What follows belongs to an exercise in optimizing a design on an open flow for small area, a short achievable clock period and few clock cycles per item; a production flow would make more cautious choices. RTL that was checked went through simulation tests only; none was proved equivalent to the original. Function not checked in runs 3 to 6: the RTL went through the layout flow alone. Power is estimated from default activity; no workload was simulated.

[design/flow/flow/run.sh]
#!/bin/bash
set -e
echo 'export BUFFER_PORTS_ARGS = -buffer_cell sky130_fd_sc_hd__buf_1' >> config.mk
bash standard.sh > standard.log 2>&1
[design/flow/standard.sh]
#!/bin/bash
# synth_recipe.tcl (not shown) runs the flow's synth.tcl, then flattens the netlist and writes it again
# the make line also repeats each setting of config.mk as NAME=value (left out here)
make -C /OpenROAD-flow-scripts/flow DESIGN_CONFIG=/design/flow/config.mk WORK_HOME=/design/flow/orfs CLKGATE_MAP_FILE= SYNTH_SCRIPT=/design/flow/synth_recipe.tcl "${@:-finish}"
[design/flow/config.mk]
export PLATFORM = sky130hd
export DESIGN_NAME = fp_addsub_top
export DESIGN_NICKNAME = fp_addsub_top
export VERILOG_FILES = /design/flow/design.v
export SDC_FILE = /design/flow/constraint.sdc
export NUM_CORES = 4
export LEC_CHECK = 0
export ABC_AREA = 1
export CAP_MARGIN = 20
export CORE_MARGIN = 2
export CORE_UTILIZATION = 50
export CTS_BUF_LIST = sky130_fd_sc_hd__clkbuf_8
export SETUP_SLACK_MARGIN = 3.6
export SLEW_MARGIN = 20
export TNS_END_PERCENT = 5
export BUFFER_PORTS_ARGS = -buffer_cell sky130_fd_sc_hd__buf_1
[design/flow/constraint.sdc]
create_clock -name core_clock -period 6.5 [get_ports {clk}]
set_input_delay 1.3000 -clock core_clock [delete_from_list [all_inputs] [get_ports {clk}]]
set_output_delay 1.3000 -clock core_clock [all_outputs]
set_load 0.01 [all_outputs]
[design/flow/design.v]
package fp_addsub_pkg;
  typedef struct packed {
    logic                 sign;
    logic [8-1:0] exp;
    logic [23-1:0] frac;
  } fp_word_t;
  typedef struct packed {
    fp_word_t a;
    fp_word_t b;
    logic     sub;    
  } fp_op_t;
  typedef struct packed {
    logic overflow;
    logic underflow;
    logic inexact;
  } fp_flags_t;
  typedef struct packed {
    fp_word_t  value;
    fp_flags_t flags;
  } fp_res_t;
  typedef enum logic [2:0] {
    IDLE,
    PRE_NORMALIZING,
    OPERATION,
    NORMALIZING,
    SHIFTING_EXPONENT,
    ROUNDING,
    RESULT,
    RELEASE
  } lane_state_t;
endpackage
module fp_addsub_top (
  input  logic        clk,
  input  logic        rst_n,
  input  logic        in_req,
  output logic        in_ack,
  input  logic [64:0] in_op,      
  output logic        out_req,
  input  logic        out_ack,
  output logic [34:0] out_res     
);
  logic req_d, acc, v2, v3, rq, ak_a, ak_b;
  logic xfer, r1v, ld2;
  logic acc_n, v2_n, v3_n, rq_n, r1v_n;
  assign xfer    = v3 & rq & out_ack;              
  assign out_req = v3 & (rq | ~out_ack);
  assign r1v     = req_d & ~acc;                   
  assign ld2     = in_req & r1v & (~v2 | xfer);    
  assign in_ack  = in_req & (ak_a | (ak_b & out_ack));
  assign acc_n = in_req & in_ack;
  assign v2_n  = ld2 | (v2 & ~xfer);
  assign v3_n  = v2 & ~xfer;
  assign rq_n  = out_req & ~out_ack;
  assign r1v_n = in_req & ~acc_n;
  always_ff @(posedge clk) begin
    if (!rst_n) begin
      req_d <= 1'b0;
      acc   <= 1'b0;
      v2    <= 1'b0;
      v3    <= 1'b0;
      rq    <= 1'b0;
      ak_a  <= 1'b0;
      ak_b  <= 1'b0;
    end else begin
      req_d <= in_req;
      acc   <= acc_n;
      v2    <= v2_n;
      v3    <= v3_n;
      rq    <= rq_n;
      ak_a  <= acc_n | (r1v_n & ~v2_n);
      ak_b  <= r1v_n & v3_n & rq_n;
    end
  end
  logic        a_s, b_s, op_sub;
  logic [7:0]  a_e, b_e;
  logic [22:0] a_f, b_f;
  logic        a_nz, b_nz, b_gt, a_ge_e, swap, s_nz;
  logic [7:0]  d_ab, d_ba, d_abm1;
  logic [4:0]  sh_ab, sh_ba;
  logic        sign_a, subx_a;
  logic [7:0]  l_e_a;
  logic [22:0] l_f_a;
  logic [23:0] s_m_a;
  logic [4:0]  sh_a;
  always_comb begin
    {a_s, a_e, a_f, b_s, b_e, b_f, op_sub} = in_op;
  end
  pfx_gt #(31) cmp_i (.a({a_e, a_f}), .b({b_e, b_f}), .gt(b_gt));
  cmp_add #(8) ed_i (.a(a_e), .b(~b_e), .s0(d_abm1), .s1(d_ab), .c1(a_ge_e));
  assign d_ba = ~d_abm1;
  always_comb begin
    a_nz   = |a_e;
    b_nz   = |b_e;
    swap   = b_gt & b_nz;
    sign_a = swap ? (b_s ^ op_sub) : a_s;
    subx_a = a_s ^ b_s ^ op_sub;
    l_e_a  = swap ? b_e : a_e;
    l_f_a  = swap ? b_f : a_f;
    s_nz   = a_nz & b_nz;
    s_m_a  = {s_nz, swap ? a_f : b_f};
    sh_ab  = (~s_nz | (|d_ab[7:5]) | (d_ab[4:0] > 5'd26)) ? 5'd27 : d_ab[4:0];
    sh_ba  = (~s_nz | (|d_ba[7:5]) | (d_ba[4:0] > 5'd26)) ? 5'd27 : d_ba[4:0];
    sh_a   = a_ge_e ? sh_ab : sh_ba;
  end
  logic        sign1, subx1;
  logic [7:0]  l_e1;
  logic [22:0] l_f1;
  logic [23:0] s_m1;
  logic [4:0]  sh1;
  always_ff @(posedge clk) begin
    sign1 <= sign_a;
    subx1 <= subx_a;
    l_e1  <= l_e_a;
    l_f1  <= l_f_a;
    s_m1  <= s_m_a;
    sh1   <= sh_a;
  end
  logic [26:0] s_sh, al;
  logic        sticky, c_b;
  logic [26:0] s_b;
  logic [27:0] sum_b;
  always_comb begin
    s_sh   = {s_m1, 3'b000} >> sh1;
    sticky = 1'b0;
    for (int j = 0; j < 24; j++) begin
      if (5'(j + 3) < sh1) sticky = sticky | s_m1[j];
    end
    al = {s_sh[26:1], s_sh[0] | (sticky & s_m1[23])};
  end
  sk_add #(27) add_i (.a({1'b1, l_f1, 3'b000}), .b(al ^ {27{subx1}}), .cin(subx1),
                      .s(s_b), .cout(c_b));
  assign sum_b = {c_b & ~subx1, s_b};
  logic        sign2, subx2;
  logic [7:0]  l_e2;
  logic [27:0] sum2;
  always_ff @(posedge clk) begin
    if (ld2) begin
      sign2 <= sign1;
      subx2 <= subx1;
      l_e2  <= l_e1;
      sum2  <= sum_b;
    end
  end
  logic        carry, zero, uf, ov, up, lost, rc, kill, g, rs, wsel;
  logic [23:0] keep;
  logic [22:0] rnd;
  logic [4:0]  lz;
  logic [31:0] lzx;
  logic [26:0] norm;
  logic [7:0]  e_f, e_w0, e_w1, e_n0, e_n1;
  logic        sign_d;
  logic [7:0]  e_d;
  logic [22:0] f_d;
  logic [2:0]  fl_d;
  logic [15:0] z1;  logic [15:0]   c1;
  logic [7:0]  z2;  logic [7:0][1:0] c2;
  logic [3:0]  z3;  logic [3:0][2:0] c3;
  logic [1:0]  z4;  logic [1:0][3:0] c4;
  always_comb begin
    lzx = {sum2[26:0], 5'b11111};
    for (int k = 0; k < 16; k++) begin
      z1[k] = ~lzx[2*k+1] & ~lzx[2*k];
      c1[k] = ~lzx[2*k+1];
    end
    for (int k = 0; k < 8; k++) begin
      z2[k] = z1[2*k+1] & z1[2*k];
      c2[k] = z1[2*k+1] ? {1'b1, c1[2*k]} : {1'b0, c1[2*k+1]};
    end
    for (int k = 0; k < 4; k++) begin
      z3[k] = z2[2*k+1] & z2[2*k];
      c3[k] = z2[2*k+1] ? {1'b1, c2[2*k]} : {1'b0, c2[2*k+1]};
    end
    for (int k = 0; k < 2; k++) begin
      z4[k] = z3[2*k+1] & z3[2*k];
      c4[k] = z3[2*k+1] ? {1'b1, c3[2*k]} : {1'b0, c3[2*k+1]};
    end
    lz = z4[1] ? {1'b1, c4[0]} : {1'b0, c4[1]};
  end
  always_comb begin
    carry = sum2[27];
    zero  = (l_e2 == 8'd0) | (sum2 == 28'd0);
    norm  = sum2[26:0];
    if (lz[4]) norm = norm << 16;
    if (lz[3]) norm = norm << 8;
    if (lz[2]) norm = norm << 4;
    if (lz[1]) norm = norm << 2;
    if (lz[0]) norm = norm << 1;
    if (carry) begin
      keep = sum2[27:4];
      g    = sum2[3];
      rs   = |sum2[2:0];
    end else if (sum2[26]) begin
      keep = sum2[26:3];
      g    = sum2[2];
      rs   = |sum2[1:0];
    end else begin
      keep = sum2[25:2];
      g    = sum2[1];
      rs   = sum2[0];
    end
    up   = g & (rs | keep[0]);
    lost = g | rs;
    rc   = up & (&keep);
    wsel = carry | sum2[26] | sum2[25];
  end
  bk_add #(23) rnd_i (.a(keep[22:0]), .b(23'd0), .cin(up), .s(rnd), .cout());
  cmp_add #(8) ew_i (.a(l_e2), .b(carry ? 8'h01 : {8{~sum2[26]}}), .s0(e_w0), .s1(e_w1), .c1());
  cmp_add #(8) en_i (.a(l_e2), .b({3'b111, ~lz[4:1], 1'b1}), .s0(e_n0), .s1(e_n1), .c1());
  assign e_f = wsel ? (rc ? e_w1 : e_w0) : (lz[0] ? e_n0 : e_n1);
  always_comb begin
    if (carry)          ov = (l_e2 >= 8'd254) | ((l_e2 == 8'd253) & rc);
    else if (sum2[26])  ov = (l_e2 == 8'd255) | ((l_e2 == 8'd254) & rc);
    else if (sum2[25])  ov = (l_e2 == 8'd255) & rc;
    else                ov = 1'b0;
    uf   = ~zero & ~carry & (l_e2[7:5] == 3'd0) & (l_e2[4:0] <= lz);
    kill = uf | ov;
    sign_d = zero ? (sign2 & ~subx2) : sign2;
    e_d    = ov ? 8'hff : ((zero | uf) ? 8'd0 : e_f);
    f_d    = (kill | zero) ? 23'd0 : (wsel ? rnd : norm[25:3]);
    fl_d   = {ov, uf, (lost & ~zero) | kill};
  end
  logic        sign3;
  logic [7:0]  e3;
  logic [22:0] f3;
  logic [2:0]  fl3;
  always_ff @(posedge clk) begin
    sign3 <= sign_d;
    e3    <= e_d;
    f3    <= f_d;
    fl3   <= fl_d;
  end
  assign out_res = {sign3, e3, f3, fl3};
endmodule
module bk_add #(parameter int N = 8) (
  input  logic [N-1:0] a,
  input  logic [N-1:0] b,
  input  logic         cin,
  output logic [N-1:0] s,
  output logic         cout
);
  logic [N-1:0] p, gg, pp;
  always_comb begin
    p     = a ^ b;
    gg    = a & b;
    pp    = p;
    gg[0] = gg[0] | (p[0] & cin);
    for (int l = 0; (1 << l) < N; l++) begin
      for (int i = (2 << l) - 1; i < N; i += (2 << l)) begin
        gg[i] = gg[i] | (pp[i] & gg[i - (1 << l)]);
        pp[i] = pp[i] & pp[i - (1 << l)];
      end
    end
    for (int l = 30; l >= 0; l--) begin
      if ((2 << l) <= N) begin
        for (int i = 3 * (1 << l) - 1; i < N; i += (2 << l)) begin
          gg[i] = gg[i] | (pp[i] & gg[i - (1 << l)]);
          pp[i] = pp[i] & pp[i - (1 << l)];
        end
      end
    end
    s[0] = p[0] ^ cin;
    for (int i = 1; i < N; i++) s[i] = p[i] ^ gg[i - 1];
    cout = gg[N - 1];
  end
endmodule
module sk_add #(parameter int N = 8) (
  input  logic [N-1:0] a,
  input  logic [N-1:0] b,
  input  logic         cin,
  output logic [N-1:0] s,
  output logic         cout
);
  logic [N-1:0] p, gg, pp;
  always_comb begin
    p     = a ^ b;
    gg    = a & b;
    pp    = p;
    gg[0] = gg[0] | (p[0] & cin);
    for (int l = 0; (1 << l) < N; l++) begin
      for (int i = 0; i < N; i++) begin
        if ((i & (1 << l)) != 0) begin
          gg[i] = gg[i] | (pp[i] & gg[(i & ~((1 << l) - 1)) - 1]);
          pp[i] = pp[i] & pp[(i & ~((1 << l) - 1)) - 1];
        end
      end
    end
    s[0] = p[0] ^ cin;
    for (int i = 1; i < N; i++) s[i] = p[i] ^ gg[i - 1];
    cout = gg[N - 1];
  end
endmodule
module ks_add #(parameter int N = 8) (
  input  logic [N-1:0] a,
  input  logic [N-1:0] b,
  input  logic         cin,
  output logic [N-1:0] s,
  output logic         cout
);
  logic [N-1:0] p, gg, pp, gn, pn;
  always_comb begin
    p     = a ^ b;
    gg    = a & b;
    pp    = p;
    gg[0] = gg[0] | (p[0] & cin);
    for (int l = 0; (1 << l) < N; l++) begin
      gn = gg;
      pn = pp;
      for (int i = (1 << l); i < N; i++) begin
        gn[i] = gg[i] | (pp[i] & gg[i - (1 << l)]);
        pn[i] = pp[i] & pp[i - (1 << l)];
      end
      gg = gn;
      pp = pn;
    end
    s[0] = p[0] ^ cin;
    for (int i = 1; i < N; i++) s[i] = p[i] ^ gg[i - 1];
    cout = gg[N - 1];
  end
endmodule
module cmp_add #(parameter int N = 8) (
  input  logic [N-1:0] a,
  input  logic [N-1:0] b,
  output logic [N-1:0] s0,
  output logic [N-1:0] s1,
  output logic         c1
);
  logic [N-1:0] p, gg, pp, gn, pn;
  always_comb begin
    p  = a ^ b;
    gg = a & b;
    pp = p;
    for (int l = 0; (1 << l) < N; l++) begin
      gn = gg;
      pn = pp;
      for (int i = (1 << l); i < N; i++) begin
        gn[i] = gg[i] | (pp[i] & gg[i - (1 << l)]);
        pn[i] = pp[i] & pp[i - (1 << l)];
      end
      gg = gn;
      pp = pn;
    end
    s0[0] = p[0];
    s1[0] = ~p[0];
    for (int i = 1; i < N; i++) begin
      s0[i] = p[i] ^ gg[i - 1];
      s1[i] = p[i] ^ (gg[i - 1] | pp[i - 1]);
    end
    c1 = gg[N - 1] | pp[N - 1];
  end
endmodule
module pfx_gt #(parameter int N = 8) (
  input  logic [N-1:0] a,
  input  logic [N-1:0] b,
  output logic         gt
);
  logic [N-1:0] gg, tt;
  always_comb begin
    gg = b & ~a;
    tt = b | ~a;
    for (int l = 0; (1 << l) < N; l++) begin
      for (int k = 0; 2 * k < ((N + (1 << l) - 1) >> l); k++) begin
        if (2 * k + 1 < ((N + (1 << l) - 1) >> l)) begin
          gg[k] = gg[2 * k + 1] | (tt[2 * k + 1] & gg[2 * k]);
          tt[k] = tt[2 * k + 1] & tt[2 * k];
        end else begin
          gg[k] = gg[2 * k];
          tt[k] = tt[2 * k];
        end
      end
    end
    gt = gg[0];
  end
endmodule
==> run summary, run 1 <==
crit path kind=flop to flop; area of the mapped netlist=~12,000 um^2; CTS root buffer=clkbuf_8; Clock power frac=0.211; total number of vias=~13,000; GRT Total Usage=0.2880; CP Data Arrival Time=around 3.6 ns; number of clock sinks=~140; Top FF cell, synth=dfxtp_1; Area after DPL=approximately 12,000 um^2; CTS tree=built; Ys Warns=16; largest net degree at the start of global routing=between 50 and 60; Syn Area/Cell=6.648 um^2; final setup vio count=0; Die Ht=157.9 um; Critical Path, Cell by Cell=buf_8 > buf_4 > nor2_2 > o21ai_2 > nor2_2 > a31oi_4 > buf_4 > o211ai_1 > xor2_1 > ha_2 > a21oi_2 > nor2_1 > a211oi_2 > nand2_2 > nand2_2 > nand2_2 > fa_2 > xor2_1; CP startpoint kind=flop; nets=2,100; Worst Tran Pin Value=0.9918 ns; power after layout=about 3.3 mW; Post-synth EDFFs=38; shortest period the worst path allows=between 3 and 4 ns; f_max=approximately 300 MHz; Initial Util=0.5077; final non-filler cell area=14,630 um^2; outcome=timing/DRC/antenna clean; DPL Wire Length=between 20,000 and 30,000 um; wire per inst=16.83 um; clock latency on the worst-skew pair=0.46 ns; Layout Utilization=0.6271; most repeated library cell on the critical path=nand2_2; CTS H-tree depth=4; setup_tns=0 ns; Net Sw Frac=0.4081; Crit path depth=18; cts hold-fix bufs=0; Worst Hold Slack=a little over 0.4 ns; first-pass GRT wire length=between 50,000 and 60,000 um; WP data required=6.72 ns; count leader, synth=nand2_1; worst setup margin=between 3 and 4 ns; CTS Buf Count=17; Internal Power=between 1.5 and 2 mW; post-route insts no fill=between 2,000 and 2,500; register area=3239 um^2; sequential fraction of design power=0.344; Core ar.=23,330 um^2; ratio of final minimum period to clock period=0.5239; top post-synthesis cells by area=dfxtp_1 18%, nand2_1 15%, edfxtp_1 9.6%; DRC=0; Sw Pwr=around 1.4 mW; Leakage=roughly 6.7 nW; area of the multi-input gates=approximately 8000 um^2; critical path's top delay family=compound AO/OA/AOI/OAI gates; Post-synth ARST share=0; power per cell area=roughly 230 nW/um^2; Inserted Diodes=0; DR vias/cell=approximately 5.6; clock skew=0.01816 ns; DR pass1 iterations=6; share of post-route cells with drive strength above 1=0.1863; WL final=~39,000 um; Gate power share=0.445; Post-Synthesis Cells=1,782; starting DRC count in detailed routing=between 900 and 1,000; peak supply drop=roughly 130 uV; RSZ-0062 raised after global routing=true; normalized max-slew margin=0.3372; IO Pins=approximately 110; CP Max Fanout=7; Placed Instances=2,149; worst r2r path cells=18; CP bufs+invs=3; final hold vios=0; DRT antenna net count=0; Slew Limit Fails=0; filler instances=~2,200; Max Cap Viol=0; post-synth top area cell=dfxtp_1; Setup WS pre-CTS=between 1.5 and 2 ns; GPL Wtd Cong=0.9834; critical path capture point type=flop; Die ar.=between 20,000 and 25,000 um^2; Port Buffers=105; synth unique cells=65; CP max stage delay=between 0.3 and 0.4 ns; Seq/Total Area, Yosys=0.2721; Die X-Extent=~160 um; maximum clock path buffer count=2; clock slew seen by the registers of the worst setup and hold paths=0.09 ns; initial antenna violation count=0; top cell type's share of synthesized area=0.1757; vias in the first global route=11,122; Synth Register Bits=around 140; total grt overflow=0; Mapped Nets=just under 2,000; synth cell count leaders=478 x nand2_1, 206 x inv_1, 154 x nand3_1; hold path cells=0; Slowest cell on crit path=dfxtp_4; Area Growth Syn to Fin=23.52%; Core Rows=between 50 and 60; Hold/Removal Path Class=flop to flop
## cell families (layout without fill, tap and decap cells)
group | count (synthesis) | count (layout) | share of synthesized area
simple gates | 862 | 865 | 0.3173
compound gates | 362 | 362 | 0.1854
buf+inv | 286 | 471 | 0.1018
flops | 142 | 142 | 0.2721
fa+ha+maj | 74 | 74 | 0.08133
xor+xnor | 49 | 49 | 0.03623
mux | 7 | 7 | 0.005915
## worst paths after layout
| check | startpoint | to | slack, ns |
|---|---|---|---|
| setup / recovery | sh1[0] | sum2[17] | 3.09 |
| hold / removal | l_e1[3] | l_e2[3] | 0.41 |
| setup reg to reg | sh1[0] | sum2[17] | 3.09 |
| hold reg to reg | l_e1[3] | l_e2[3] | 0.41 |
## power groups by stage
stage	sequential [mW]	combinational (mW)	clock, mW
after detailed placement	1.17	1.16	0
final	1.15	1.48	0.703
after floorplan	1.14	0.902	0
after CTS	1.14	1.30	0.717
after global routing	1.16	1.64	0.752
after global placement	1.17	1.15	0
## placed cells by master, fill, tap and decap left out, types with 43 or more instances in the layout
master,netlist,final
xor2_1,43,43
nand2_1,478,459
buf_1,4,105
nor2_1,125,103
buf_4,7,83
ha_1,69,57
dfxtp_1,104,99
a21oi_1,107,93
o21ai_0,124,95
nand3_1,154,141
inv_1,206,193
## area by class of cell
type / instances / area share
Clock buffer: 20 / 0.01881
Tap cell: 319 / 0.02728
Sequential cell: 142 / 0.2214
Multi-Input combinational cell: 1357 / 0.5602
Inverter: 223 / 0.06738
Clock inverter: 12 / 0.007525
Timing Repair Buffer: 210 / 0.09346
Timing Repair inverter: 6 / 0.003933
## routing by layer
layer  share of wire  track usage  up-vias
li1                -            -     6316
met1            0.42       0.3596     5748
met2            0.47       0.4942      516
met3           0.061      0.04407      124
met4           0.047       0.1203        0
met5               0            0        -
## repair_timing
item	CTS	global route
cloned	3	9
pin swaps	23	51
gates resized for setup	120	141
hold endpoints to repair	0	0
endpoints found under the setup margin	124	158
buffers inserted	28	68
## sequential cells by signal, summed over array words and instances, names as in the netlist, 3 cells and up
| signal | cells |
|---|---|
| sum2 | 28 |
| s_m1 | 24 |
| f3 | 23 |
| l_f1 | 23 |
| e3 | 8 |
| l_e1 | 8 |
| l_e2 | 8 |
| sh1 | 5 |
| fl3 | 3 |
Testbench counts, summed over its fixed seeds: cycles 9,608, items 3,200.
==> run 2: changes to the inputs <==
--- a/design/flow/config.mk
+++ b/design/flow/config.mk
@@ -7,10 +7,10 @@
 export LEC_CHECK = 0
 export ABC_AREA = 1
-export CAP_MARGIN = 20
+export CAP_MARGIN = 10
 export CORE_MARGIN = 2
-export CORE_UTILIZATION = 50
+export CORE_UTILIZATION = 40
 export CTS_BUF_LIST = sky130_fd_sc_hd__clkbuf_8
 export SETUP_SLACK_MARGIN = 3.6
-export SLEW_MARGIN = 20
+export SLEW_MARGIN = 10
 export TNS_END_PERCENT = 5
 export BUFFER_PORTS_ARGS = -buffer_cell sky130_fd_sc_hd__buf_1
==> run summary, run 2 <==
critical path capture point type=flop (unchanged); commonest non-fill, non-tap cells in the layout=467 x nand2_1, 200 x inv_1, 148 x nand3_1, 112 x nor2_1, 104 x buf_1 (was 459 x nand2_1, 193 x inv_1, 141 x nand3_1, 105 x buf_1, 103 x nor2_1); Area Growth Syn to Fin=16.45% (was 23.52%); final hold vios=0 (unchanged); CP startpoint=sh1[0] (unchanged); GPL Wtd Cong=0.9457 (was 0.9834); Die X-Extent=176.1 um (was 157.9 um); FF-to-FF Start=sh1[0] (unchanged); nets=2,045 (was 2,100); Slew Limit Fails=0 (unchanged); number of clock sinks=142 (unchanged); CTS root buffer=clkbuf_8 (unchanged); CTS tree=built (unchanged); complex-gate fraction of the synthesized area=0.1854 (unchanged); Hold/Removal Path Class=flop to flop (unchanged); first-pass GRT wire length=56,680 um (was 56,420 um); Post-Synthesis Cells=1,782 (unchanged); mux contribution to synthesized area=0.005915 (unchanged); count leader, synth=nand2_1 (unchanged); worst reg2reg endpoint=sum2[17] (unchanged); Die ar.=31,010 um^2 (was 24,940 um^2); CP Max Fanout=6 (was 7); Seq/Total Area, Yosys=0.2721 (unchanged); synth unique cells=65 (unchanged); cts hold-fix bufs=0 (unchanged); CP max stage delay=0.46 ns (was 0.39 ns); flop-to-flop setup slack=3.10 ns (was 3.09 ns); Post-synth ARST share=0 (unchanged); grt met3 use=0.03316 (was 0.04407); CP bufs+invs=3 (unchanged); Post-synth EDFFs=38 (unchanged); shortest period the worst path allows=3.399 ns (was 3.406 ns); WL final=35,540 um (was 38,520 um); global routing's busiest layer=met2 (unchanged); Top FF cell, synth=dfxtp_1 (unchanged); setup_tns=0 ns (unchanged); DR pass1 iterations=6 (unchanged); area of the mapped netlist=11,850 um^2 (unchanged); initial antenna violation count=0 (unchanged); top cell type's share of synthesized area=0.1757 (unchanged); share of post-route cells with drive strength above 1=0.1363 (was 0.1863); critical path's top delay family=compound AO/OA/AOI/OAI gates (unchanged); crit path kind=flop to flop (unchanged); Core Rows=63 (was 56); DRC=0 (unchanged); post-synth top area cell=dfxtp_1 (unchanged); total grt overflow=0 (unchanged); Initial Util=0.4029 (was 0.5077); Synth Area in Adders=0.08133 (unchanged); largest family of logic cells by synthesized area=simple AND/OR/NAND/NOR gates (unchanged); clock latency on the worst-skew pair=0.47 ns (was 0.46 ns); IO Pins=106 (unchanged); DPL Wire Length=26,390 um (was 26,450 um); Critical Path, Cell by Cell=buf_6 > mux2i_2 > nand2_1 > o21ai_2 > mux2i_1 > nand2_1 > nand3_2 > xor2_1 > inv_1 > ha_4 > a21oi_4 > o21ai_1 > a21oi_2 > inv_2 > a211oi_4 > nand2_4 > fa_2 > xor2_1 (was buf_8 > buf_4 > nor2_2 > o21ai_2 > nor2_2 > a31oi_4 > buf_4 > o211ai_1 > xor2_1 > ha_2 > a21oi_2 > nor2_1 > a211oi_2 > nand2_2 > nand2_2 > nand2_2 > fa_2 > xor2_1); Critical Path End=sum2[17] (unchanged); WP data required=6.73 ns (was 6.72 ns); CP startpoint kind=flop (unchanged); CP Data Arrival Time=3.63 ns (was 3.62 ns); normalized max-slew margin=0.3464 (was 0.3372); Layout Utilization=0.4692 (was 0.6271); wire per inst=15.42 um (was 16.83 um); RSZ-0062 raised after global routing=true (unchanged); vias in the first global route=11,236 (was 11,122); clock skew=0.01886 ns (was 0.01816 ns); Mapped Nets=1,925 (unchanged); Port Buffers=105 (unchanged); starting DRC count in detailed routing=781 (was 992); area of the multi-input gates=7855 um^2 (was 8198 um^2); Largest register FFs=28 (unchanged); Worst Tran Pin Value=0.9781 ns (was 0.9918 ns); DR vias/cell=5.298 (was 5.550); power after layout=3.278 mW (was 3.330 mW); total number of vias=12,211 (was 12,704); Max Cap Viol=0 (unchanged); met2 Use GR=0.3894 (was 0.4942); Syn Area/Cell=6.648 um^2 (unchanged); maximum clock path buffer count=2 (unchanged); Inserted Diodes=0 (unchanged); Core ar.=29,400 um^2 (was 23,330 um^2); Crit path depth=18 (unchanged); GRT Total Usage=0.2271 (was 0.2880); Slowest cell on crit path=dfxtp_4 (unchanged); synth cell count leaders=478 x nand2_1, 206 x inv_1, 154 x nand3_1 (unchanged); post-synthesis simple-gate area fraction=0.3173 (unchanged); final setup vio count=0 (unchanged); Leakage=6.396 nW (was 6.725 nW); f_max=294.2 MHz (was 293.6 MHz); commonest non-fill, non-tap cell in the layout=nand2_1 (unchanged); worst r2r path cells=18 (unchanged); top post-synthesis cells by area=dfxtp_1 18%, nand2_1 15%, edfxtp_1 9.6% (unchanged); Regs by FF count=sum2: 28 flops, s_m1: 24 flops (unchanged); Synth Register Bits=142 (unchanged); ratio of final minimum period to clock period=0.5229 (was 0.5239); clock slew seen by the registers of the worst setup and hold paths=0.09 ns (about the same); Die Ht=176.1 um (was 157.9 um); Post-Synth XOR/XNOR Area=0.03623 (unchanged); power per cell area=237.6 nW/um^2 (was 227.6 nW/um^2); Ys Warns=16 (unchanged); outcome=timing/DRC/antenna clean (unchanged); Top reg by flops=sum2 (unchanged); M1 GR Usage=0.2907 (was 0.3596); DRT antenna net count=0 (unchanged); largest net degree at the start of global routing=70 (was 58); CTS Buf Count=17 (unchanged); CTS H-tree depth=4 (unchanged); peak supply drop=142.1 uV (was 126.8 uV); filler instances=3,071 (was 2,188); register area=3243 um^2 (was 3239 um^2); Worst Hold Slack=0.4096 ns (was 0.4070 ns)
run 2: cell counts after synthesis:
Identical to the previous run, type by type.
run 2: routing by layer:
metal,part of all wire,routed length (um),vias to the layer above
met4,0.034,1201,0
met3,0.057,2025,89
met5,0,0,-
met2,0.47,16720,427
met1,0.44,15590,5515
li1,-,-,6180
run 2: power by group:
group	switching, mW	internal, mW	total [mW]
registers	0.0910	1.05	1.15
logic	0.850	0.525	1.38
clock network	0.400	0.358	0.758
run 2: worst min-delay path by stage:
stage,startpoint,to,slack (ns),cells past startpoint
2_1_floorplan,l_e1[0],l_e2[0],0.39,0
3_3_place_gp,l_e1[4],l_e2[4],0.39,0
3_5_place_dp,sign1,sign2,0.39,0
4_1_cts,sign1,sign2,0.41,0
5_1_grt,l_e1[5],l_e2[5],0.43,0
6_report,sign1,sign2,0.41,0
run 2: kinds of logic (layout without fill, tap and decap cells):
group / Yosys count / count (layout)
muxes: 7 / 7
and+or+nand+nor: 862 / 864
xor gates and xnor gates: 49 / 49
adders and majority gates: 74 / 74
DFF: 142 / 142
buffers and inverters: 286 / 417
AOI/OAI and AO/OA: 362 / 362
run 2: worst reg2reg max path: stages, from the launching register on:
cell,delay [ns]
dfxtp_4,0.46
buf_6,0.16
mux2i_2,0.24
nand2_1,0.10
o21ai_2,0.11
mux2i_1,0.13
nand2_1,0.11
nand3_2,0.07
xor2_1,0.15
inv_1,0.10
ha_4,0.21
a21oi_4,0.15
o21ai_1,0.08
a21oi_2,0.20
inv_2,0.08
a211oi_4,0.24
nand2_4,0.07
fa_2,0.33
xor2_1,0.16
run 2: layout make-up:
type                            count  area share
Clock inverter                     14     0.01107
Timing Repair Buffer              162     0.06512
Tap cell                          390     0.03537
Sequential cell                   142      0.2351
Multi-Input combinational cell   1356      0.5694
Inverter                          223     0.06594
Clock buffer                       18     0.01796
run 2: per-stage QoR:
step	setup WS [ns]	cell area, um^2	cells
detailed placement	2.035	12460	2220
global route	2.976	13790	2305
CTS	3.185	13480	2287
floorplan	3.098	11910	1782
global placement	2.003	12460	2220
finish	3.101	13790	2305
run 2: what timing repair did:
item / 4_1_cts / 5_1_grt
resized for setup: 107 / 50
pin swaps: 27 / 28
gates cloned: 3 / 2
setup buffers: 32 / 16
endpoints found under the setup margin: 124 / 120
==> run 3: changes to the inputs <==
--- a/design/flow/design.v
+++ b/design/flow/design.v
@@ -77,5 +77,5 @@
   logic        a_nz, b_nz, b_gt, a_ge_e, swap, s_nz;
   logic [7:0]  d_ab, d_ba, d_abm1;
-  logic [4:0]  sh_ab, sh_ba;
+  logic        big_ab, big_ba, big_a;
   logic        sign_a, subx_a;
   logic [7:0]  l_e_a;
@@ -95,11 +95,12 @@
     sign_a = swap ? (b_s ^ op_sub) : a_s;
     subx_a = a_s ^ b_s ^ op_sub;
-    l_e_a  = swap ? b_e : a_e;
+    l_e_a  = a_ge_e ? a_e : b_e;                
     l_f_a  = swap ? b_f : a_f;
     s_nz   = a_nz & b_nz;
     s_m_a  = {s_nz, swap ? a_f : b_f};
-    sh_ab  = (~s_nz | (|d_ab[7:5]) | (d_ab[4:0] > 5'd26)) ? 5'd27 : d_ab[4:0];
-    sh_ba  = (~s_nz | (|d_ba[7:5]) | (d_ba[4:0] > 5'd26)) ? 5'd27 : d_ba[4:0];
-    sh_a   = a_ge_e ? sh_ab : sh_ba;
+    big_ab = ~s_nz | (|d_ab[7:5]) | (d_ab[4:0] > 5'd26);
+    big_ba = ~s_nz | (|d_ba[7:5]) | (d_ba[4:0] > 5'd26);
+    sh_a   = a_ge_e ? d_ab[4:0] : d_ba[4:0];
+    big_a  = a_ge_e ? big_ab : big_ba;
   end
   logic        sign1, subx1;
@@ -108,4 +109,5 @@
   logic [23:0] s_m1;
   logic [4:0]  sh1;
+  logic        big1;
   always_ff @(posedge clk) begin
     sign1 <= sign_a;
@@ -115,4 +117,5 @@
     s_m1  <= s_m_a;
     sh1   <= sh_a;
+    big1  <= big_a;
   end
   logic [26:0] s_sh, al;
@@ -121,9 +124,10 @@
   logic [27:0] sum_b;
   always_comb begin
-    s_sh   = {s_m1, 3'b000} >> sh1;
+    s_sh   = {s_m1 & {24{~big1}}, 3'b000} >> sh1;
     sticky = 1'b0;
     for (int j = 0; j < 24; j++) begin
       if (5'(j + 3) < sh1) sticky = sticky | s_m1[j];
     end
+    if (big1) sticky = 1'b1;                     
     al = {s_sh[26:1], s_sh[0] | (sticky & s_m1[23])};
   end
--- a/design/flow/config.mk
+++ b/design/flow/config.mk
@@ -7,10 +7,10 @@
 export LEC_CHECK = 0
 export ABC_AREA = 1
-export CAP_MARGIN = 10
+export CAP_MARGIN = 20
 export CORE_MARGIN = 2
 export CORE_UTILIZATION = 40
 export CTS_BUF_LIST = sky130_fd_sc_hd__clkbuf_8
-export SETUP_SLACK_MARGIN = 3.6
-export SLEW_MARGIN = 10
+export SETUP_SLACK_MARGIN = 3.3
+export SLEW_MARGIN = 20
 export TNS_END_PERCENT = 5
 export BUFFER_PORTS_ARGS = -buffer_cell sky130_fd_sc_hd__buf_1
==> run summary, run 3 <==
Port Buffers=105 (unchanged); clock skew=0.02097 ns (was 0.01886 ns); shortest period the worst path allows=3.530 ns (was 3.399 ns); synth cell count leaders=501 x nand2_1, 231 x nand3_1, 214 x inv_1 (was 478 x nand2_1, 206 x inv_1, 154 x nand3_1); Die X-Extent=176 um (was 176.1 um); GPL Wtd Cong=0.9723 (was 0.9457); Top FF cell, synth=dfxtp_1 (unchanged); CP max stage delay=0.38 ns (was 0.46 ns); Top reg by flops=sum2 (unchanged); Synth Register Bits=143 (was 142); Initial Util=0.4090 (was 0.4029); share of post-route cells with drive strength above 1=0.1085 (was 0.1363); Inserted Diodes=0 (unchanged); top cell type's share of synthesized area=0.1776 (was 0.1757); Hold/Removal Path Class=flop to flop (unchanged); DRC=0 (unchanged); setup_tns=0 ns (unchanged); maximum clock path buffer count=2 (unchanged); Largest register FFs=28 (unchanged); clock latency on the worst-skew pair=0.45 ns (was 0.47 ns); number of clock sinks=143 (was 142); DR vias/cell=5.354 (was 5.298); Gate power share=0.504 (was 0.420); DR pass1 iterations=6 (unchanged); critical path capture point type=flop (unchanged); Regs by FF count=sum2: 28 flops, s_m1: 24 flops (unchanged); CTS Buf Count=17 (unchanged); total number of vias=12,565 (was 12,211); WL final=37,130 um (was 35,540 um); DPL Wire Length=27,630 um (was 26,390 um); nets=2,092 (was 2,045); Max Cap Viol=0 (unchanged); CP startpoint=sh1[0] (unchanged); CP startpoint kind=flop (unchanged); initial antenna violation count=1 (was 0); CP Data Arrival Time=3.73 ns (was 3.63 ns); M1 GR Usage=0.3165 (was 0.2907); crit path kind=flop to flop (unchanged); Core Rows=62 (was 63); filler instances=3,006 (was 3,071); Seq/Total Area, Yosys=0.2741 (was 0.2721); synth unique cells=59 (was 65); area of the mapped netlist=11,830 um^2 (was 11,850 um^2); f_max=283.3 MHz (was 294.2 MHz); Clock power frac=0.189 (was 0.231); Net Sw Frac=0.4520 (was 0.4090); wire per inst=15.82 um (was 15.42 um); met2 Use GR=0.3885 (was 0.3894); outcome=timing/DRC/antenna clean (unchanged); vias in the first global route=11,285 (was 11,236); sequential fraction of design power=0.307 (was 0.349); Syn Area/Cell=6.424 um^2 (was 6.648 um^2); Core ar.=28,940 um^2 (was 29,400 um^2); power after layout=3.944 mW (was 3.278 mW); Post-synth EDFFs=38 (unchanged); worst r2r path cells=23 (was 18); normalized max-slew margin=0.3312 (was 0.3464); Critical Path, Cell by Cell=buf_12 > clkinvlp_4 > buf_6 > nand3_4 > nand2_2 > nor2_2 > a31oi_2 > nor3_1 > a211oi_1 > o221ai_1 > xor2_1 > inv_1 > ha_2 > a21oi_2 > nor2_1 > a211oi_2 > nand2_4 > nand2_4 > nand2_4 > nand2_2 > nand2_1 > nand2_1 > nand2_1 (was buf_6 > mux2i_2 > nand2_1 > o21ai_2 > mux2i_1 > nand2_1 > nand3_2 > xor2_1 > inv_1 > ha_4 > a21oi_4 > o21ai_1 > a21oi_2 > inv_2 > a211oi_4 > nand2_4 > fa_2 > xor2_1); CTS root buffer=clkbuf_8 (unchanged); final hold vios=0 (unchanged); post-synth top area cell=dfxtp_1 (unchanged); Leakage=6.492 nW (was 6.396 nW); GRT Total Usage=0.2358 (was 0.2271); CTS tree=built (unchanged); Critical Path End=sum2[18] (was sum2[17]); Post-synth ARST share=0 (unchanged); clock slew seen by the registers of the worst setup and hold paths=0.09 ns (about the same); first-pass GRT wire length=58,840 um (was 56,680 um); worst reg2reg endpoint=sum2[18] (was sum2[17]); WP data required=6.70 ns (was 6.73 ns); flop-to-flop setup slack=2.97 ns (was 3.10 ns); CP Max Fanout=6 (unchanged); Slowest cell on crit path=dfxtp_4 (unchanged); Sw Pwr=1.783 mW (was 1.341 mW); Area Growth Syn to Fin=16.21% (was 16.45%); RSZ-0062 raised after global routing=true (unchanged); IO Pins=106 (unchanged); global routing's busiest layer=met2 (unchanged); Worst Tran Pin Value=1.001 ns (was 0.9781 ns); total grt overflow=0 (unchanged); ratio of final minimum period to clock period=0.5431 (was 0.5229); Hold Crit Start=l_e1[1] (was sign1); grt met3 use=0.03058 (was 0.03316); Die Ht=176 um (was 176.1 um); CTS H-tree depth=4 (unchanged); starting DRC count in detailed routing=1,246 (was 781); power per cell area=286.8 nW/um^2 (was 237.6 nW/um^2); largest net degree at the start of global routing=50 (was 70); final setup vio count=0 (unchanged); Ys Warns=16 (unchanged); Mapped Nets=1,984 (was 1,925); Internal Power=2.162 mW (was 1.938 mW); commonest non-fill, non-tap cell in the layout=nand2_1 (unchanged); Slew Limit Fails=0 (unchanged); top post-synthesis cells by area=dfxtp_1 18%, nand2_1 16%, nand3_1 9.8% (was dfxtp_1 18%, nand2_1 15%, edfxtp_1 9.6%); peak supply drop=130.3 uV (was 142.1 uV); Post-Synthesis Cells=1,842 (was 1,782); commonest non-fill, non-tap cells in the layout=485 x nand2_1, 226 x nand3_1, 206 x inv_1, 126 x nor2_1, 105 x buf_1 (was 467 x nand2_1, 200 x inv_1, 148 x nand3_1, 112 x nor2_1, 104 x buf_1); count leader, synth=nand2_1 (unchanged); FF-to-FF Start=sh1[0] (unchanged); Die ar.=30,980 um^2 (was 31,010 um^2); DRT antenna net count=0 (unchanged)
run 3: cells by family after synthesis:
family	after synthesis	synth area share
compound gates	333	0.1672
fa+ha+maj	73	0.07972
mux	3	0.002538
buf+inv	299	0.1010
flops	143	0.2741
xor+xnor	51	0.03775
simple gates	940	0.3378
run 3: timing repair:
action,CTS,global route
pin swaps,12,31
resized for setup,88,64
hold buffers,0,0
cloned,6,0
hold endpoints to repair,0,0
setup endpoints to repair,121,117
buffers inserted,24,17
run 3: how the worst min path moves through the flow:
stage | endpoint | cells past startpoint
2_1_floorplan | l_e2[0] | 0
3_5_place_dp | l_e2[1] | 0
4_1_cts | l_e2[1] | 0
5_1_grt | l_e2[1] | 0
6_report | l_e2[1] | 0
3_3_place_gp | l_e2[1] | 0
run 3: power by group through the flow:
stage | combinational (mW) | clock, mW | sequential (mW)
floorplan | 1.25 | 0 | 1.19
global placement | 1.64 | 0 | 1.23
detailed placement | 1.65 | 0 | 1.23
CTS | 1.82 | 0.763 | 1.22
global route | 2.23 | 0.803 | 1.22
finish | 1.99 | 0.745 | 1.21
run 3: through the flow:
| step | setup WS (ns) | hold slack (ns) | instance area (um^2) | std cells | util |
|---|---|---|---|---|---|
| 6_report | 2.970 | 0.4028 | 13750 | 2347 | 0.4753 |
| 5_1_grt | 2.769 | 0.4167 | 13750 | 2347 | 0.4753 |
| 4_1_cts | 2.968 | 0.4030 | 13370 | 2330 | 0.4620 |
| 3_5_place_dp | 1.761 | 0.3887 | 12460 | 2268 | 0.4308 |
| 3_3_place_gp | 1.888 | 0.3883 | 12450 | 2267 | 0.4303 |
| 2_1_floorplan | 2.842 | 0.3855 | 11840 | 1842 | - |
run 3: cell type report:
cell class                 count  area [um^2]  share of cell area
multi-input combinational   1401         7806              0.5676
sequential                   143         3259              0.2370
timing repair buffer         159        912.1             0.06633
inverter                     224        875.8             0.06369
tap                          384        480.5             0.03494
clock buffer                  18        247.7             0.01801
clock inverter                14        146.4             0.01065
timing repair inverter         4        23.77            0.001729
run 3: worst max-delay path: cells and delay by family (launching register included):
kind	cells	cell delay (ns)
fa+ha+maj	1	0.18
flops	1	0.38
simple gates	12	0.98
buf+inv	4	0.47
compound gates	5	1.03
xor+xnor	1	0.25
run 3: per-layer routing:
layer | part of all wire | vias up
met5 | 0 | -
li1 | - | 6365
met3 | 0.050 | 71
met1 | 0.45 | 5670
met2 | 0.47 | 459
met4 | 0.030 | 0
==> run 4: changes to the inputs <==
--- a/design/flow/config.mk
+++ b/design/flow/config.mk
@@ -11,5 +11,5 @@
 export CORE_UTILIZATION = 40
 export CTS_BUF_LIST = sky130_fd_sc_hd__clkbuf_8
-export SETUP_SLACK_MARGIN = 3.3
+export SETUP_SLACK_MARGIN = 3.6
 export SLEW_MARGIN = 20
 export TNS_END_PERCENT = 5
==> run summary, run 4 <==
outcome=timing/DRC/antenna clean (unchanged); Port Buffers=105 (unchanged); DR WL met2=18,220 um (was 17,360 um); area of the mapped netlist=11,830 um^2 (unchanged); DR top layer=met4 (unchanged); Area Growth Syn to Fin=24.73% (was 16.21%); final hold vios=0 (unchanged); count leader, synth=nand2_1 (unchanged); sequential fraction of design power=0.299 (was 0.307); largest net degree at the start of global routing=50 (unchanged); Syn Area/Cell=6.424 um^2 (unchanged); Slowest cell on crit path=fa_2 (was dfxtp_4); Leakage=6.911 nW (was 6.492 nW); setup_tns=0 ns (unchanged); power per cell area=275.1 nW/um^2 (was 286.8 nW/um^2); Inserted Diodes=0 (unchanged); post-synth top area cell=dfxtp_1 (unchanged); Max Cap Viol=0 (unchanged); CTS H-tree depth=4 (unchanged); CTS root buffer=clkbuf_8 (unchanged); Core Rows=62 (unchanged); Net Sw Frac=0.4568 (was 0.4520); Placed Instances=2,267 (was 2,268); clock slew seen by the registers of the worst setup and hold paths=0.10 ns (was 0.09 ns); ratio of final minimum period to clock period=0.5292 (was 0.5431); worst reg2reg endpoint=sum2[8] (was sum2[18]); top cell type's share of synthesized area=0.1776 (unchanged); Top reg by flops=sum2 (unchanged); CP startpoint kind=flop (unchanged); Area after DPL=12,470 um^2 (was 12,460 um^2); DPL Wire Length=27,800 um (was 27,630 um); CTS tree=built (unchanged); initial antenna violation count=0 (was 1); worst hold endpoint=l_e2[3] (was l_e2[1]); GPL Wtd Cong=0.9843 (was 0.9723); filler instances=2,956 (was 3,006); peak supply drop=126.7 uV (was 130.3 uV); number of clock sinks=143 (unchanged); DRT antenna net count=0 (unchanged); DR pass1 iterations=7 (was 6); crit path kind=flop to flop (unchanged); RSZ-0062 raised after global routing=true (unchanged); Die Ht=176 um (unchanged); Hold Crit Start=l_e1[3] (was l_e1[1]); Gate power share=0.525 (was 0.504); Sw Pwr=1.855 mW (was 1.783 mW); total grt overflow=0 (unchanged); Worst Tran Pin Value=1.015 ns (was 1.001 ns); Largest register FFs=28 (unchanged); Clock power frac=0.177 (was 0.189); Synth Register Bits=143 (unchanged); share of post-route cells with drive strength above 1=0.1700 (was 0.1085); first-pass GRT wire length=60,510 um (was 58,840 um); Slew Limit Fails=0 (unchanged); shortest period the worst path allows=3.440 ns (was 3.530 ns); CP Data Arrival Time=3.68 ns (was 3.73 ns); final non-filler cell area=14,760 um^2 (was 13,750 um^2); CP Max Fanout=6 (unchanged); WP data required=6.74 ns (was 6.70 ns); Post-synth EDFFs=38 (unchanged); hold path cells=0 (unchanged); f_max=290.7 MHz (was 283.3 MHz); top post-synthesis cells by area=dfxtp_1 18%, nand2_1 16%, nand3_1 9.8% (unchanged); CTS Buf Count=17 (unchanged); clock latency on the worst-skew pair=0.48 ns (was 0.45 ns); M1 wire length=16,760 um (was 16,800 um); Post-synth ARST share=0 (unchanged); vias in the first global route=11,537 (was 11,285); Regs by FF count=sum2: 28 flops, s_m1: 24 flops (unchanged); DR vias/cell=5.475 (was 5.354); worst r2r path cells=19 (was 23); DRC=0 (unchanged); WL final=39,210 um (was 37,130 um); starting DRC count in detailed routing=1,000 (was 1,246); GRT Total Usage=0.2430 (was 0.2358); nets=2,159 (was 2,092); met3 wire len=2450 um (was 1864 um); maximum clock path buffer count=2 (unchanged); Initial Util=0.4090 (unchanged); CP max stage delay=0.51 ns (was 0.38 ns); Layout Utilization=0.5101 (was 0.4753); Ys Warns=16 (unchanged); Seq/Total Area, Yosys=0.2741 (unchanged); Core ar.=28,940 um^2 (unchanged); Post-Synthesis Cells=1,842 (unchanged); Internal Power=2.206 mW (was 2.162 mW); synth unique cells=59 (unchanged); normalized max-slew margin=0.3216 (was 0.3312); total number of vias=13,216 (was 12,565); Mapped Nets=1,984 (unchanged); clock skew=0.02394 ns (was 0.02097 ns); Die ar.=30,980 um^2 (unchanged); Worst Hold Slack=0.4130 ns (was 0.4028 ns); flop-to-flop setup slack=3.06 ns (was 2.97 ns); Critical Path, Cell by Cell=clkbuf_4 > nand2_2 > o311ai_4 > nand2_1 > nor4_2 > nand3_1 > a32o_1 > inv_1 > ha_1 > ha_2 > nand2_1 > inv_1 > nand3_1 > nand2_2 > nand2_1 > nand2_2 > inv_2 > fa_2 > inv_1 (was buf_12 > clkinvlp_4 > buf_6 > nand3_4 > nand2_2 > nor2_2 > a31oi_2 > nor3_1 > a211oi_1 > o221ai_1 > xor2_1 > inv_1 > ha_2 > a21oi_2 > nor2_1 > a211oi_2 > nand2_4 > nand2_4 > nand2_4 > nand2_2 > nand2_1 > nand2_1 > nand2_1); Top FF cell, synth=dfxtp_1 (unchanged); wire per inst=16.24 um (was 15.82 um); critical path capture point type=flop (unchanged); IO Pins=106 (unchanged); commonest non-fill, non-tap cells in the layout=477 x nand2_1, 222 x nand3_1, 198 x inv_1, 114 x nor2_1, 103 x buf_1 (was 485 x nand2_1, 226 x nand3_1, 206 x inv_1, 126 x nor2_1, 105 x buf_1); post-route insts no fill=2,414 (was 2,347); commonest non-fill, non-tap cell in the layout=nand2_1 (unchanged); FF-to-FF Start=sh1[4] (was sh1[0]); final setup vio count=0 (unchanged); Hold/Removal Path Class=flop to flop (unchanged); synth cell count leaders=501 x nand2_1, 231 x nand3_1, 214 x inv_1 (unchanged); Die X-Extent=176 um (unchanged)
[run 4: cell count changes in the layout (fill, tap and decap cells not counted), sizes merged]
cell and delta:
buf +62, clkbuf +3, a21oi +1, bufbuf -1
bufinv -1, clkinv +1, clkinvlp +1, nand2 +1
[run 4: what timing repair did]
| item | CTS | global route |
|---|---|---|
| setup buffers | 33 | 70 |
| cloned | 6 | 6 |
| pin swaps | 24 | 61 |
| hold buffers | 0 | 0 |
| endpoints found under the setup margin | 124 | 120 |
| resized for setup | 124 | 151 |
[run 4: cell type report]
class,count,area [um^2],share of cell area
repair buffers,224,1499,0.1016
flip-flops and latches,143,3262,0.2210
multi-input cells,1403,8190,0.5549
repair inverters,4,21.27,0.001441
inverters,224,929.6,0.06298
clock buffers,17,234.0,0.01585
well taps,384,480.5,0.03255
clock inverters,15,143.9,0.009748
[run 4: cell families after synthesis]
kind of cell | Yosys count | share of synthesized area
XOR/XNOR | 51 | 0.03775
flip-flops | 143 | 0.2741
adder cells (fa/ha/maj) | 73 | 0.07972
multiplexers | 3 | 0.002538
AND/OR/NAND/NOR | 940 | 0.3378
buffers and inverters | 299 | 0.1010
AO/OA/AOI/OAI | 333 | 0.1672
[run 4: power by group through the flow]
| stage | registers [mW] | clock network [mW] | logic, mW |
|---|---|---|---|
| 2_1_floorplan | 1.19 | 0 | 1.27 |
| 3_3_place_gp | 1.23 | 0 | 1.65 |
| 3_5_place_dp | 1.23 | 0 | 1.66 |
| 4_1_cts | 1.21 | 0.734 | 1.89 |
| 5_1_grt | 1.23 | 0.778 | 2.38 |
| 6_report | 1.21 | 0.718 | 2.13 |
[run 4: through the flow]
stage / setup slack, ns / power [mW]
after floorplan: 3.145 / 2.463
final: 3.060 / 4.060
after detailed placement: 1.744 / 2.887
after CTS: 3.060 / 3.840
after global placement: 1.847 / 2.880
after global routing: 2.847 / 4.387
[run 4: how the worst max path moves through the flow]
stage               startpoint       end  slack, ns  depth (start not counted)
floorplan                 big1  sum2[25]       3.14                         22
global placement        sh1[1]  sum2[18]       1.85                         16
detailed placement      sh1[1]  sum2[18]       1.74                         19
CTS                   sum2[27]    f3[18]       3.06                         20
global route            sh1[0]  sum2[27]       2.85                         21
finish                  sh1[4]   sum2[8]       3.06                         19
[run 4: critical path: cells and delay by family (launching register included)]
kind / cells / cell delay, ns
adders and majority gates: 3 / 0.82
buffers and inverters: 5 / 0.41
DFF: 1 / 0.45
and+or+nand+nor: 9 / 0.98
AOI/OAI and AO/OA: 2 / 0.54
[run 4: routing by layer]
layer  GRT usage  vias up
met4      0.1030        0
met1      0.3151     6101
met3     0.03402      115
li1            -     6496
met5           0        -
met2      0.4053      504
==> run 5: changes to the inputs <==
--- a/design/flow/design.v
+++ b/design/flow/design.v
@@ -77,5 +77,5 @@
   logic        a_nz, b_nz, b_gt, a_ge_e, swap, s_nz;
   logic [7:0]  d_ab, d_ba, d_abm1;
-  logic        big_ab, big_ba, big_a;
+  logic [4:0]  sh_ab, sh_ba;
   logic        sign_a, subx_a;
   logic [7:0]  l_e_a;
@@ -95,12 +95,11 @@
     sign_a = swap ? (b_s ^ op_sub) : a_s;
     subx_a = a_s ^ b_s ^ op_sub;
-    l_e_a  = a_ge_e ? a_e : b_e;                
+    l_e_a  = swap ? b_e : a_e;
     l_f_a  = swap ? b_f : a_f;
     s_nz   = a_nz & b_nz;
     s_m_a  = {s_nz, swap ? a_f : b_f};
-    big_ab = ~s_nz | (|d_ab[7:5]) | (d_ab[4:0] > 5'd26);
-    big_ba = ~s_nz | (|d_ba[7:5]) | (d_ba[4:0] > 5'd26);
-    sh_a   = a_ge_e ? d_ab[4:0] : d_ba[4:0];
-    big_a  = a_ge_e ? big_ab : big_ba;
+    sh_ab  = (~s_nz | (|d_ab[7:5]) | (d_ab[4:0] > 5'd26)) ? 5'd27 : d_ab[4:0];
+    sh_ba  = (~s_nz | (|d_ba[7:5]) | (d_ba[4:0] > 5'd26)) ? 5'd27 : d_ba[4:0];
+    sh_a   = a_ge_e ? sh_ab : sh_ba;
   end
   logic        sign1, subx1;
@@ -109,5 +108,4 @@
   logic [23:0] s_m1;
   logic [4:0]  sh1;
-  logic        big1;
   always_ff @(posedge clk) begin
     sign1 <= sign_a;
@@ -117,21 +115,23 @@
     s_m1  <= s_m_a;
     sh1   <= sh_a;
-    big1  <= big_a;
   end
   logic [26:0] s_sh, al;
-  logic        sticky, c_b;
+  logic        sticky, c_b, c_lo;
+  logic [13:0] s_h0, s_h1;
   logic [26:0] s_b;
   logic [27:0] sum_b;
   always_comb begin
-    s_sh   = {s_m1 & {24{~big1}}, 3'b000} >> sh1;
+    s_sh   = {s_m1, 3'b000} >> sh1;
     sticky = 1'b0;
     for (int j = 0; j < 24; j++) begin
       if (5'(j + 3) < sh1) sticky = sticky | s_m1[j];
     end
-    if (big1) sticky = 1'b1;                     
     al = {s_sh[26:1], s_sh[0] | (sticky & s_m1[23])};
   end
-  sk_add #(27) add_i (.a({1'b1, l_f1, 3'b000}), .b(al ^ {27{subx1}}), .cin(subx1),
-                      .s(s_b), .cout(c_b));
+  sk_add #(14)  addl_i (.a({l_f1[10:0], 3'b000}), .b(al[13:0] ^ {14{subx1}}), .cin(subx1),
+                        .s(s_b[13:0]), .cout(c_lo));
+  cmp_add #(14) addh_i (.a({1'b0, 1'b1, l_f1[22:11]}), .b({1'b0, al[26:14] ^ {13{subx1}}}),
+                        .s0(s_h0), .s1(s_h1), .c1());
+  assign {c_b, s_b[26:14]} = c_lo ? s_h1 : s_h0;
   assign sum_b = {c_b & ~subx1, s_b};
   logic        sign2, subx2;
--- a/design/flow/config.mk
+++ b/design/flow/config.mk
@@ -11,5 +11,5 @@
 export CORE_UTILIZATION = 40
 export CTS_BUF_LIST = sky130_fd_sc_hd__clkbuf_8
-export SETUP_SLACK_MARGIN = 3.6
+export SETUP_SLACK_MARGIN = 3.3
 export SLEW_MARGIN = 20
 export TNS_END_PERCENT = 5
==> run summary, run 5 <==
Slowest cell on crit path=nor4_1 (was fa_2); hold path cells=0 (unchanged); GRT Total Usage=0.2688 (was 0.2430); area of the multi-input gates=8498 um^2 (was 8190 um^2); Ys Warns=17 (was 16); Syn Area/Cell=6.446 um^2 (was 6.424 um^2); Layout Utilization=0.4983 (was 0.5101); starting DRC count in detailed routing=1,262 (was 1,000); synth unique cells=61 (was 59); first-pass GRT wire length=66,670 um (was 60,510 um); final setup vio count=0 (unchanged); DRT antenna net count=0 (unchanged); power after layout=3.704 mW (was 4.060 mW); total grt overflow=0 (unchanged); clock latency on the worst-skew pair=0.48 ns (about the same); M1 wire length=18,960 um (was 16,760 um); Core ar.=29,800 um^2 (was 28,940 um^2); DPL Wire Length=31,220 um (was 27,800 um); Core Rows=63 (was 62); Area after DPL=12,830 um^2 (was 12,470 um^2); Max Cap Viol=0 (unchanged); CTS tree=built (unchanged); flop-to-flop setup slack=2.98 ns (was 3.06 ns); synth cell count leaders=509 x nand2_1, 239 x inv_1, 184 x nand3_1 (was 501 x nand2_1, 231 x nand3_1, 214 x inv_1); critical path's top delay family=compound AO/OA/AOI/OAI gates (was simple AND/OR/NAND/NOR gates); shortest period the worst path allows=3.556 ns (was 3.440 ns); Die X-Extent=178.2 um (was 176 um); DRC=0 (unchanged); post-synth top area cell=dfxtp_1 (unchanged); worst hold endpoint=l_e2[1] (was l_e2[3]); vias in the first global route=12,582 (was 11,537); DR vias/cell=5.499 (was 5.475); Worst Tran Pin Value=0.7081 ns (was 1.015 ns); CP bufs+invs=3 (was 5); Post-Synthesis Cells=1,884 (was 1,842); Leakage=6.936 nW (was 6.911 nW); CP startpoint kind=input port (was flop); Top reg by flops=sum2 (unchanged); filler instances=3,074 (was 2,956); Port Buffers=105 (unchanged); Hold/Removal Path Class=flop to flop (unchanged); Critical Path, Cell by Cell=buf_1 > inv_1 > ha_1 > a21oi_1 > o21ai_0 > nor4_1 > nand3_1 > nand2_1 > nand2_2 > buf_4 > o21ai_0 (was clkbuf_4 > nand2_2 > o311ai_4 > nand2_1 > nor4_2 > nand3_1 > a32o_1 > inv_1 > ha_1 > ha_2 > nand2_1 > inv_1 > nand3_1 > nand2_2 > nand2_1 > nand2_2 > inv_2 > fa_2 > inv_1); mux contribution to synthesized area=0.004945 (was 0.002538); f_max=281.2 MHz (was 290.7 MHz); Placed Instances=2,325 (was 2,267); largest family of logic cells by synthesized area=simple AND/OR/NAND/NOR gates (unchanged); GPL Wtd Cong=0.9370 (was 0.9843); Area Growth Syn to Fin=22.26% (was 24.73%); CTS Buf Count=17 (unchanged); CP max stage delay=0.50 ns (was 0.51 ns); CTS root buffer=clkbuf_8 (unchanged); nets=2,181 (was 2,159); ratio of final minimum period to clock period=0.5470 (was 0.5292); final hold vios=0 (unchanged); area of the mapped netlist=12,140 um^2 (was 11,830 um^2); power per cell area=249.5 nW/um^2 (was 275.1 nW/um^2); CP Data Arrival Time=3.88 ns (was 3.68 ns); CTS H-tree depth=4 (unchanged); count leader, synth=nand2_1 (unchanged); Seq/Total Area, Yosys=0.2654 (was 0.2741); worst reg2reg endpoint=sum2[25] (was sum2[8]); Slew Limit Fails=0 (unchanged); clock skew=0.02139 ns (was 0.02394 ns); commonest non-fill, non-tap cells in the layout=487 x nand2_1, 224 x inv_1, 170 x nand3_1, 127 x nor2_1, 122 x o21ai_0 (was 477 x nand2_1, 222 x nand3_1, 198 x inv_1, 114 x nor2_1, 103 x buf_1); worst r2r path cells=23 (was 19); setup_tns=0 ns (unchanged); Synth Area in Adders=0.07871 (was 0.07972); Regs by FF count=sum2: 28 flops, s_m1: 24 flops (unchanged); Hold Crit Start=l_e1[1] (was l_e1[3]); wire per inst=17.46 um (was 16.24 um); number of clock sinks=142 (was 143); peak supply drop=117.5 uV (was 126.7 uV); complex-gate fraction of the synthesized area=0.1814 (was 0.1672); critical path capture point type=flop (unchanged); outcome=timing/DRC/antenna clean (unchanged); crit path kind=input port to flop (was flop to flop); Post-synth EDFFs=38 (unchanged); Die ar.=31,770 um^2 (was 30,980 um^2); Largest register FFs=28 (unchanged); Initial Util=0.4076 (was 0.4090); most repeated library cell on the critical path=o21ai_0; IO Pins=106 (unchanged); post-route insts no fill=2,441 (was 2,414); Post-Synth XOR/XNOR Area=0.03750 (was 0.03775); share of post-route cells with drive strength above 1=0.1502 (was 0.1700); post-synthesis simple-gate area fraction=0.3279 (was 0.3378); WP data required=6.83 ns (was 6.74 ns); clock slew seen by the registers of the worst setup and hold paths=0.10 ns (about the same); total number of vias=13,422 (was 13,216); DR WL met2=19,110 um (was 18,220 um); met3 wire len=2877 um (was 2450 um); Synth Register Bits=142 (was 143); CP Max Fanout=79 (was 6); initial antenna violation count=0 (unchanged); top cell type's share of synthesized area=0.1714 (was 0.1776); top post-synthesis cells by area=dfxtp_1 17%, nand2_1 16%, edfxtp_1 9.4% (was dfxtp_1 18%, nand2_1 16%, nand3_1 9.8%); Inserted Diodes=0 (unchanged); DR top layer=met4 (unchanged); normalized max-slew margin=0.5274 (was 0.3216); Mapped Nets=2,027 (was 1,984); commonest non-fill, non-tap cell in the layout=nand2_1 (unchanged); maximum clock path buffer count=2 (unchanged); Die Ht=178.2 um (was 176 um); DR pass1 iterations=5 (was 7); RSZ-0062 raised after global routing=true (unchanged); Post-synth ARST share=0 (unchanged); largest net degree at the start of global routing=80 (was 50); Top FF cell, synth=dfxtp_1 (unchanged); register area=3243 um^2 (was 3262 um^2); FF-to-FF Start=sh1[0] (was sh1[4]); WL final=42,610 um (was 39,210 um); final non-filler cell area=14,850 um^2 (was 14,760 um^2)
[run 5: changes by cell type after synthesis, moves of 5 or more]
cell,change
a21oi_1,-5
a22oi_1,+5
clkbuf_1,-8
buf_6,+5
buf_1,-6
o21ai_0,+33
inv_1,+25
nand2_1,+8
nor2_1,+8
nand3_1,-47
nand4_1,+6
nor4_1,+6
o21a_1,+8
[run 5: what timing repair did]
action | CTS | global route
gates cloned | 10 | 3
setup endpoints to repair | 102 | 118
pin swaps | 30 | 37
resized for setup | 167 | 76
buffers inserted | 38 | 31
hold buffers | 0 | 0
[run 5: stage by stage]
step	hold slack [ns]	setup WS, ns
finish	0.4043	2.944
global route	0.4160	2.818
CTS	0.4093	3.037
detailed placement	0.3895	2.005
global placement	0.3874	2.126
floorplan	0.3855	3.065
[run 5: routing by layer]
metal | global-route usage | vias to the layer above
li1 | - | 6613
met1 | 0.3583 | 6131
met2 | 0.4297 | 572
met3 | 0.04135 | 106
met4 | 0.1189 | 0
met5 | 0 | -
[run 5: worst max-delay path by stage]
stage | start | endpoint | slack (ns) | cells after the start
floorplan | in_op[24] | sh1[1] | 3.06 | 12
global placement | sh1[2] | sum2[24] | 2.13 | 18
detailed placement | sh1[2] | sum2[18] | 2.01 | 18
CTS | sum2[22] | f3[14] | 3.04 | 17
global route | sh1[1] | sum2[9] | 2.82 | 22
finish | in_op[24] | l_f1[11] | 2.94 | 11
[run 5: report_power, final]
group | switching [mW] | internal, mW
Sequential | 0.0964 | 1.07
Combinational | 1.18 | 0.717
Clock | 0.381 | 0.261
[run 5: cell families after synthesis]
group	Yosys count
compound gates	369
xor+xnor	52
fa+ha+maj	74
buf+inv	311
flops	142
mux	6
simple gates	930
[run 5: layout make-up]
class | count | share of cell area
clock buffer | 17 | 0.01576
clock inverter | 15 | 0.006573
inverter | 246 | 0.06682
multi-input combinational | 1437 | 0.5723
sequential | 142 | 0.2184
tap | 390 | 0.03286
timing repair buffer | 192 | 0.08604
timing repair inverter | 2 | 0.001180
==> run 6: changes to the inputs <==
--- a/design/flow/config.mk
+++ b/design/flow/config.mk
@@ -11,5 +11,5 @@
 export CORE_UTILIZATION = 40
 export CTS_BUF_LIST = sky130_fd_sc_hd__clkbuf_8
-export SETUP_SLACK_MARGIN = 3.3
+export SETUP_SLACK_MARGIN = 3.6
 export SLEW_MARGIN = 20
 export TNS_END_PERCENT = 5
==> run summary, run 6 <==
Die X-Extent=178.2 um (unchanged); largest net degree at the start of global routing=82 (was 80); GPL Wtd Cong=0.9275 (was 0.9370); Post-Synth XOR/XNOR Area=0.03750 (unchanged); top cell type's share of synthesized area=0.1714 (unchanged); count leader, synth=nand2_1 (unchanged); Internal Power=2.109 mW (was 2.046 mW); Area Growth Syn to Fin=29.19% (was 22.26%); f_max=290.8 MHz (was 281.2 MHz); post-synth top area cell=dfxtp_1 (unchanged); Gate power share=0.519 (was 0.512); CTS H-tree depth=4 (unchanged); initial antenna violation count=0 (unchanged); Hold/Removal Path Class=flop to flop (unchanged); CP Max Fanout=11 (was 79); Top reg by flops=sum2 (unchanged); area of the multi-input gates=8896 um^2 (was 8498 um^2); number of clock sinks=142 (unchanged); mux contribution to synthesized area=0.004945 (unchanged); IO Pins=106 (unchanged); worst setup margin=3.061 ns (was 2.944 ns); starting DRC count in detailed routing=1,282 (was 1,262); Placed Instances=2,326 (was 2,325); first-pass GRT wire length=66,610 um (was 66,670 um); total grt overflow=0 (unchanged); Post-synth ARST share=0 (unchanged); Seq/Total Area, Yosys=0.2654 (unchanged); top post-synthesis cells by area=dfxtp_1 17%, nand2_1 16%, edfxtp_1 9.4% (unchanged); share of post-route cells with drive strength above 1=0.1979 (was 0.1502); Syn Area/Cell=6.446 um^2 (unchanged); Ys Warns=17 (unchanged); normalized max-slew margin=0.5164 (was 0.5274); clock slew seen by the registers of the worst setup and hold paths=0.10 ns (about the same); DR vias/cell=5.559 (was 5.499); Synth Register Bits=142 (unchanged); Setup WS pre-CTS=1.904 ns (was 2.005 ns); final non-filler cell area=15,690 um^2 (was 14,850 um^2); peak supply drop=130.6 uV (was 117.5 uV); CTS Buf Count=17 (unchanged); DR pass1 iterations=6 (was 5); Layout Utilization=0.5265 (was 0.4983); CP startpoint kind=flop (was input port); CTS tree=built (unchanged); Top FF cell, synth=dfxtp_1 (unchanged); power after layout=3.841 mW (was 3.704 mW); filler instances=3,039 (was 3,074); WL final=44,670 um (was 42,610 um); Slew Limit Fails=0 (unchanged); setup_tns=0 ns (unchanged); wire per inst=17.96 um (was 17.46 um); DPL Wire Length=31,610 um (was 31,220 um); Mapped Nets=2,027 (unchanged); Post-synth EDFFs=38 (unchanged); Net Sw Frac=0.4508 (was 0.4478); Core ar.=29,800 um^2 (unchanged); vias in the first global route=12,385 (was 12,582); synth unique cells=61 (unchanged); CP startpoint=sh1[1] (was in_op[24]); DRC=0 (unchanged); GRT Total Usage=0.2695 (was 0.2688); Initial Util=0.4076 (unchanged); Worst Hold Slack=0.4016 ns (was 0.4043 ns); Inserted Diodes=0 (unchanged); post-synthesis simple-gate area fraction=0.3279 (unchanged); outcome=timing/DRC/antenna clean (unchanged); complex-gate fraction of the synthesized area=0.1814 (unchanged); Clock power frac=0.179 (was 0.173); Worst Tran Pin Value=0.7187 ns (was 0.7081 ns); RSZ-0062 raised after global routing=true (unchanged); CP Data Arrival Time=3.68 ns (was 3.88 ns); Max Cap Viol=0 (unchanged)
## run 6: timing repair
item | in CTS | in global routing
endpoints found under the setup margin | 124 | 122
gates resized for setup | 105 | 224
pin swaps | 17 | 55
hold buffers | 0 | 0
gates cloned | 7 | 9
setup buffers | 27 | 84
## run 6: area by class of cell
type,count,area share
multi-input combinational,1438,0.5670
clock inverter,15,0.008055
inverter,246,0.06572
clock buffer,17,0.01491
tap,390,0.03110
timing repair inverter,4,0.002153
sequential,142,0.2065
timing repair buffer,235,0.1046
## run 6: worst max-delay path, cell delays in order (launching register included)
cell and delay [ns]:
dfxtp_4 0.37, buf_4 0.14, bufbuf_16 0.29, o21ai_4 0.17
nor2_2 0.07, a31oi_4 0.23, o221ai_2 0.17, xor2_1 0.17
ha_1 0.34, a21oi_2 0.17, nor2_1 0.07, a211oi_2 0.28
nand2_4 0.10, buf_12 0.15, nand2_8 0.13, nand2_8 0.11
nand2_2 0.08, nand2_1 0.05, nand2_1 0.06, nand2_1 0.05
## run 6: per-layer routing
layer / track usage / share of wire / up-vias
li1: - / - / 6712
met1: 0.3577 / 0.43 / 6344
met2: 0.4388 / 0.46 / 645
met3: 0.04710 / 0.078 / 124
met4: 0.09790 / 0.036 / 0
met5: 0 / 0 / -
## run 6: final timing paths
path	endpoint	cells past startpoint	slack, ns
max	sum2[19]	19	3.06
min	l_e2[0]	0	0.40
max reg2reg	sum2[19]	19	3.06
min reg2reg	l_e2[0]	0	0.40
## run 6: power groups by stage
stage	logic, mW	clock network, mW	registers (mW)
after global placement	1.47	0	1.18
final	1.99	0.687	1.16
after CTS	1.66	0.707	1.16
after floorplan	1.11	0	1.16
after detailed placement	1.48	0	1.18
after global routing	2.20	0.738	1.17
## run 6: kinds of logic (layout without fill, tap and decap cells)
logic type / after synthesis / after routing
AO/OA/AOI/OAI: 369 / 370
multiplexers: 6 / 6
AND/OR/NAND/NOR: 930 / 936
adder cells (fa/ha/maj): 74 / 74
flip-flops: 142 / 142
XOR/XNOR: 52 / 52
buffers and inverters: 311 / 517

Setup slack of run 6, layout unchanged: 3.061 ns with ideal ports, 3.061 ns with driving cells assumed (clock clkbuf_16, inputs buf_2), 2.619 ns with port delays also shifted by the 0.530 ns mid clock arrival.
